From an optimization exercise on the open Yosys and OpenROAD flow, aimed at small area; shortcuts taken in it are not production practice. In this exercise RTL edits were held to simulation tests only and were not proved equivalent to the original. Power and IR drop assume default switching activity.

==> 11-14 <==
==> flow/design.v <==
`timescale 1ns/10ps
`default_nettype none
package l1Pkg;
    localparam int bufferDepth = 512;
    localparam int l1Latency = 128;
    localparam int startupCycles = 512;
    localparam int periodicCount = 40;
    localparam int prbsWidth = 15;
    localparam logic [30:0] prbsSeed = 31'h2AAAAAAA;
    localparam int l1aThreshold = 819;
    localparam int queueDepth = 16;
    localparam int creditMax = 4;
    typedef logic [8:0] bunchIdT;
    typedef logic [13:0] hitWordT;
    typedef logic [prbsWidth-1:0] prbsWordT;
    typedef logic [15:0] frameWordT;
    typedef logic [4:0] eventNumT;
    typedef struct packed {
        logic valid;
        bunchIdT bunchId;
        hitWordT hit;
    } l1EventT;
endpackage
`default_nettype wire
`timescale 1ns/10ps
`default_nettype none
module prbs31
(
    input  logic clkTMR,
    input  logic reset,
    input  logic pause,
    output l1Pkg::prbsWordT prbsWord
);
    logic [30:0] state;
    logic [30:0] nextState;
    always_comb
    begin
        nextState = state;
        for (int i = 0; i < l1Pkg::prbsWidth; i++)
        begin
            nextState = {nextState[29:0], nextState[30] ^ nextState[27]};
        end
    end
    always_ff @(posedge clkTMR)
    begin
        if (reset)
        begin
            state <= l1Pkg::prbsSeed;
        end
        else if (!pause)
        begin
            state <= nextState;
        end
    end
    assign prbsWord = state[l1Pkg::prbsWidth-1:0];
endmodule
`default_nettype wire
`timescale 1ns/10ps
`default_nettype none
module testL1Generator
(
    input  logic clkTMR,
    input  logic reset,
    input  logic triggerDisable,
    input  logic triggerMode,
    input  l1Pkg::bunchIdT bunchId,
    output logic l1a
);
    l1Pkg::prbsWordT prbsWord;
    logic prbsPause;
    logic countPause;
    assign prbsPause = triggerDisable | ~triggerMode;
    assign countPause = triggerDisable | triggerMode;
    prbs31 prbs31_i
    (
        .clkTMR(clkTMR),
        .reset(reset),
        .pause(prbsPause),
        .prbsWord(prbsWord)
    );
    logic wrapped;
    logic started;
    always_ff @(posedge clkTMR)
    begin
        if (reset)
        begin
            wrapped <= 1'b0;
            started <= 1'b0;
        end
        else
        begin
            if (bunchId == l1Pkg::bunchIdT'(l1Pkg::startupCycles - l1Pkg::l1Latency - 1))
            begin
                wrapped <= 1'b1;
            end
            started <= wrapped;
        end
    end
    logic [5:0] trigCount;
    always_ff @(posedge clkTMR)
    begin
        if (reset)
        begin
            trigCount <= '0;
        end
        else if (!countPause)
        begin
            if (trigCount == 6'(l1Pkg::periodicCount))
            begin
                trigCount <= '0;
            end
            else
            begin
                trigCount <= trigCount + 6'd1;
            end
        end
    end
    assign l1a = started &
        (triggerMode ? (prbsWord < l1Pkg::prbsWordT'(l1Pkg::l1aThreshold))
                     : (trigCount == 6'(l1Pkg::periodicCount)));
endmodule
`default_nettype wire
`timescale 1ns/10ps
`default_nettype none
module hitBuffer
(
    input  logic clkTMR,
    input  logic reset,
    input  l1Pkg::hitWordT hitIn,
    input  logic l1a,
    output l1Pkg::bunchIdT bunchId,
    output l1Pkg::l1EventT l1Event
);
    always_ff @(posedge clkTMR)
    begin
        if (reset)
        begin
            bunchId <= l1Pkg::bunchIdT'(l1Pkg::bufferDepth - l1Pkg::l1Latency);
        end
        else
        begin
            bunchId <= bunchId + l1Pkg::bunchIdT'(1);
        end
    end
    localparam int hitW = 14;
    logic [l1Pkg::l1Latency*hitW-1:0] delayLine;
    always_ff @(posedge clkTMR)
    begin
        delayLine <= {delayLine[(l1Pkg::l1Latency-1)*hitW-1:0], hitIn};
    end
    assign l1Event = {l1a, bunchId, delayLine[l1Pkg::l1Latency*hitW-1 -: hitW]};
endmodule
`default_nettype wire
`timescale 1ns/10ps
`default_nettype none
module eventFramer
(
    input  logic clkTMR,
    input  logic reset,
    input  l1Pkg::l1EventT l1Event,
    input  logic creditReturn,
    output l1Pkg::frameWordT frameOut,
    output logic frameValid,
    output logic overflow
);
    localparam int ptrW = $clog2(l1Pkg::queueDepth);
    l1Pkg::bunchIdT bunchMem [l1Pkg::queueDepth];
    l1Pkg::hitWordT hitMem [l1Pkg::queueDepth];
    logic [ptrW:0] wrCount;
    logic [ptrW:0] rdCount;
    logic [ptrW:0] wrNext;
    logic [ptrW:0] rdNext;
    logic eventValid;
    logic queueFull;
    logic queueEmpty;
    logic fullNext;
    logic push;
    logic pop;
    assign queueEmpty = (wrCount == rdCount);
    assign queueFull = (wrCount[ptrW-1:0] == rdCount[ptrW-1:0]) & (wrCount[ptrW] ^ rdCount[ptrW]);
    assign push = eventValid & ~queueFull;
    assign wrNext = wrCount + (ptrW+1)'(push);
    assign rdNext = rdCount + (ptrW+1)'(pop);
    assign fullNext = (wrNext[ptrW-1:0] == rdNext[ptrW-1:0]) & (wrNext[ptrW] ^ rdNext[ptrW]);
    always_ff @(posedge clkTMR)
    begin
        if (l1Event.valid & ~fullNext)
        begin
            bunchMem[wrNext[ptrW-1:0]] <= l1Event.bunchId;
            hitMem[wrNext[ptrW-1:0]] <= l1Event.hit;
        end
    end
    always_ff @(posedge clkTMR)
    begin
        if (reset)
        begin
            eventValid <= 1'b0;
            wrCount <= '0;
            rdCount <= '0;
            overflow <= 1'b0;
        end
        else
        begin
            eventValid <= l1Event.valid;
            wrCount <= wrNext;
            rdCount <= rdNext;
            if (eventValid && queueFull)
            begin
                overflow <= 1'b1;
            end
        end
    end
    logic dataPhase;
    logic [2:0] credit;
    logic [ptrW-1:0] rdPtr;
    assign rdPtr = rdCount[ptrW-1:0];
    assign frameValid = ~queueEmpty && (credit != '0);
    logic [l1Pkg::queueDepth-1:0] rdSel;
    l1Pkg::bunchIdT headBunch;
    l1Pkg::hitWordT headHit;
    always_ff @(posedge clkTMR)
    begin
        if (reset)
        begin
            rdSel <= l1Pkg::queueDepth'(1);
        end
        else if (pop)
        begin
            rdSel <= {rdSel[l1Pkg::queueDepth-2:0], rdSel[l1Pkg::queueDepth-1]};
        end
    end
    always_comb
    begin
        headBunch = '0;
        headHit = '0;
        for (int i = 0; i < l1Pkg::queueDepth; i++)
        begin
            headBunch = headBunch | (bunchMem[i] & {9{rdSel[i]}});
            headHit = headHit | (hitMem[i] & {14{rdSel[i]}});
        end
    end
    assign frameOut = dataPhase ? {2'b01, headHit}
                                : {2'b10, rdCount, headBunch};
    assign pop = frameValid & dataPhase;
    always_ff @(posedge clkTMR)
    begin
        if (reset)
        begin
            dataPhase <= 1'b0;
            credit <= 3'(l1Pkg::creditMax);
        end
        else
        begin
            if (frameValid)
            begin
                dataPhase <= ~dataPhase;
            end
            case ({creditReturn, frameValid})
                2'b10: credit <= credit + 3'd1;
                2'b01: credit <= credit - 3'd1;
                default: credit <= credit;
            endcase
        end
    end
endmodule
`default_nettype wire
`timescale 1ns/10ps
`default_nettype none
module testReadoutTop
(
    input  logic clkTMR,
    input  logic reset,
    input  logic triggerDisable,
    input  logic triggerMode,
    input  l1Pkg::hitWordT hitIn,
    input  logic creditReturn,
    output logic l1a,
    output l1Pkg::frameWordT frameOut,
    output logic frameValid,
    output logic overflow
);
    l1Pkg::l1EventT l1Event;
    l1Pkg::bunchIdT bunchId;
    testL1Generator testL1Generator_i
    (
        .clkTMR(clkTMR),
        .reset(reset),
        .triggerDisable(triggerDisable),
        .triggerMode(triggerMode),
        .bunchId(bunchId),
        .l1a(l1a)
    );
    hitBuffer hitBuffer_i
    (
        .clkTMR(clkTMR),
        .reset(reset),
        .hitIn(hitIn),
        .l1a(l1a),
        .bunchId(bunchId),
        .l1Event(l1Event)
    );
    eventFramer eventFramer_i
    (
        .clkTMR(clkTMR),
        .reset(reset),
        .l1Event(l1Event),
        .creditReturn(creditReturn),
        .frameOut(frameOut),
        .frameValid(frameValid),
        .overflow(overflow)
    );
endmodule
`default_nettype wire
==> flow/flow/run.sh <==
#!/bin/bash
set -o pipefail
export CTS_ARGS="-sink_clustering_enable -repair_clock_nets -dont_use_dummy_load -buf_list sky130_fd_sc_hd__clkbuf_8 -sink_clustering_size 20 -sink_clustering_max_diameter 50"
export BUFFER_PORTS_ARGS="-buffer_cell sky130_fd_sc_hd__buf_1"
bash standard.sh finish > standard_flow.log 2>&1
==> flow/standard.sh <==
#!/bin/bash
# synth_recipe.tcl (not shown) runs the flow's synth.tcl, then flattens the netlist and writes it again
# the make line also repeats each setting of config.mk as NAME=value (left out here)
make -C /OpenROAD-flow-scripts/flow DESIGN_CONFIG=/design/flow/config.mk WORK_HOME=/design/flow/orfs CLKGATE_MAP_FILE= SYNTH_SCRIPT=/design/flow/synth_recipe.tcl "${@:-finish}"
==> flow/config.mk <==
export PLATFORM = sky130hd
export DESIGN_NAME = testReadoutTop
export DESIGN_NICKNAME = testReadoutTop
export VERILOG_FILES = /design/flow/design.v
export SDC_FILE = /design/flow/constraint.sdc
export NUM_CORES = 4
export LEC_CHECK = 0
export CAP_MARGIN = 20
export CORE_MARGIN = 2
export CORE_UTILIZATION = 70
export CTS_BUF_LIST = sky130_fd_sc_hd__clkbuf_8
export CTS_CLUSTER_DIAMETER = 60
export CTS_CLUSTER_SIZE = 18
export SLEW_MARGIN = 20
export SYNTH_MEMORY_MAX_BITS = 16384
==> flow/constraint.sdc <==
create_clock -name core_clock -period 10.0 [get_ports {clkTMR}]
set_input_delay 2.0000 -clock core_clock [delete_from_list [all_inputs] [get_ports {clkTMR}]]
set_output_delay 2.0000 -clock core_clock [all_outputs]
set_load 0.01 [all_outputs]
==> 06-02: changes against 11-14 <==
--- a/flow/design.v
+++ b/flow/design.v
@@ -216,30 +216,6 @@
     assign rdPtr = rdCount[ptrW-1:0];
     assign frameValid = ~queueEmpty && (credit != '0);
-    logic [l1Pkg::queueDepth-1:0] rdSel;
-    l1Pkg::bunchIdT headBunch;
-    l1Pkg::hitWordT headHit;
-    always_ff @(posedge clkTMR)
-    begin
-        if (reset)
-        begin
-            rdSel <= l1Pkg::queueDepth'(1);
-        end
-        else if (pop)
-        begin
-            rdSel <= {rdSel[l1Pkg::queueDepth-2:0], rdSel[l1Pkg::queueDepth-1]};
-        end
-    end
-    always_comb
-    begin
-        headBunch = '0;
-        headHit = '0;
-        for (int i = 0; i < l1Pkg::queueDepth; i++)
-        begin
-            headBunch = headBunch | (bunchMem[i] & {9{rdSel[i]}});
-            headHit = headHit | (hitMem[i] & {14{rdSel[i]}});
-        end
-    end
-    assign frameOut = dataPhase ? {2'b01, headHit}
-                                : {2'b10, rdCount, headBunch};
+    assign frameOut = dataPhase ? {2'b01, hitMem[rdPtr]}
+                                : {2'b10, rdCount, bunchMem[rdPtr]};
     assign pop = frameValid & dataPhase;
     always_ff @(posedge clkTMR)
==> flow/flow/run.sh (replaced) <==
#!/bin/bash
set -o pipefail
export CTS_ARGS="-sink_clustering_enable -repair_clock_nets -dont_use_dummy_load -buf_list sky130_fd_sc_hd__clkbuf_8 -sink_clustering_size 18 -sink_clustering_max_diameter 60"
export BUFFER_PORTS_ARGS="-buffer_cell sky130_fd_sc_hd__buf_1"
bash standard.sh finish > standard_flow.log 2>&1
Settings changed: CAP_MARGIN 20 to 0, SLEW_MARGIN 20 to 0.
==> 05-10: changes against 11-14 <==
==> flow/flow/run.sh (replaced) <==
#!/bin/bash
set -o pipefail
export CTS_ARGS="-sink_clustering_enable -repair_clock_nets -dont_use_dummy_load -buf_list sky130_fd_sc_hd__clkbuf_16 -sink_clustering_size 34 -sink_clustering_max_diameter 60"
export BUFFER_PORTS_ARGS="-buffer_cell sky130_fd_sc_hd__buf_1"
bash standard.sh finish > standard_flow.log 2>&1
==> summary.txt <==
	11-14	06-02	05-10
Run status	no timing/DRC/antenna violations	no timing/DRC/antenna violations	no timing/DRC/antenna violations
GRT Resource Usage Total	0.186	0.173	0.187
Cell area power density	234 nW/um^2	231 nW/um^2	239 nW/um^2
Met2 wire len	32500 microns	29500 microns	33500 microns
Wire length of the first global-routing pass	112000 microns	105000 microns	113000 microns
Worst rel slew slack	0.279	0.179	0.242
Cell chosen for the clock root	sky130_fd_sc_hd__clkbuf_8	sky130_fd_sc_hd__clkbuf_8	sky130_fd_sc_hd__clkbuf_16
Mux cell area share after synthesis	0.00286	0.0398	0.00286
FF-to-FF path depth	10	13	10
Internal power summed over all cells	10.6 mW	10.5 mW	11.0 mW
Post-route met1 wirelength	31400 microns	30500 microns	31900 microns
Count of placed standard cells including taps	3803	3702	3803
Clk_skew	0.0766 ns	0.0724 ns	0.0783 ns
Post-synthesis compound-gate area fraction	0.0346	0.0125	0.0346
XOR/XNOR share of the synthesized area	0.00752	0.00749	0.00752
Multi-input logic portion of the cell area	0.0655	0.0746	0.0652
Total routed wirelength	70600 microns	64700 microns	71600 microns
Arrival time reported for the critical path endpoint	3.41 ns	3.64 ns	3.31 ns
Sequential Power	9.34 mW	9.27 mW	9.34 mW
Count of sequential standard cells	2240	2224	2240
Number of standard cells in the layout, taps in and fillers out	3949	3845	3896
Seq/Total Area, Yosys	0.926	0.916	0.926
Height of the die	278 microns	278 microns	278 microns
Routed wire length on met3	4530 microns	3180 microns	4060 microns
CP max FO	13	54	13
Final-layout clock buffer total	144	142	92
Yosys top cell area share	0.715	0.706	0.715

static timing again, ports no longer ideal:
How much do the figures lean on ideal ports? The routed layouts below were timed once more, with nothing changed but the port constraints.
Step 1 assumes that a clkbuf_16 drives the clock port and a buf_2 every other input.
Step 2 adds t to the input delays and takes it off the output delays; t is the mean of the earliest and latest rising clock arrival at the registers after step 1. Input paths then give back, and output paths get back, about the clock's delay inside the block.
a / b / c = ideal ports / drivers / drivers and shift; a / b = the first two.
run	t, ns	slack for setup (ns)	clock arrival spread, ns	worst data-port slew with drivers (ns)	cell pins on the clock port's net
11-14	0.818	4.588 / 4.528 / 5.064	0.092 / 0.092	0.03	1
06-02	0.823	4.356 / 4.293 / 4.980	0.081 / 0.082	0.04	1
05-10	0.707	4.689 / 4.622 / 5.047	0.084 / 0.084	0.03	1
After both steps every run listed still meets setup and hold.
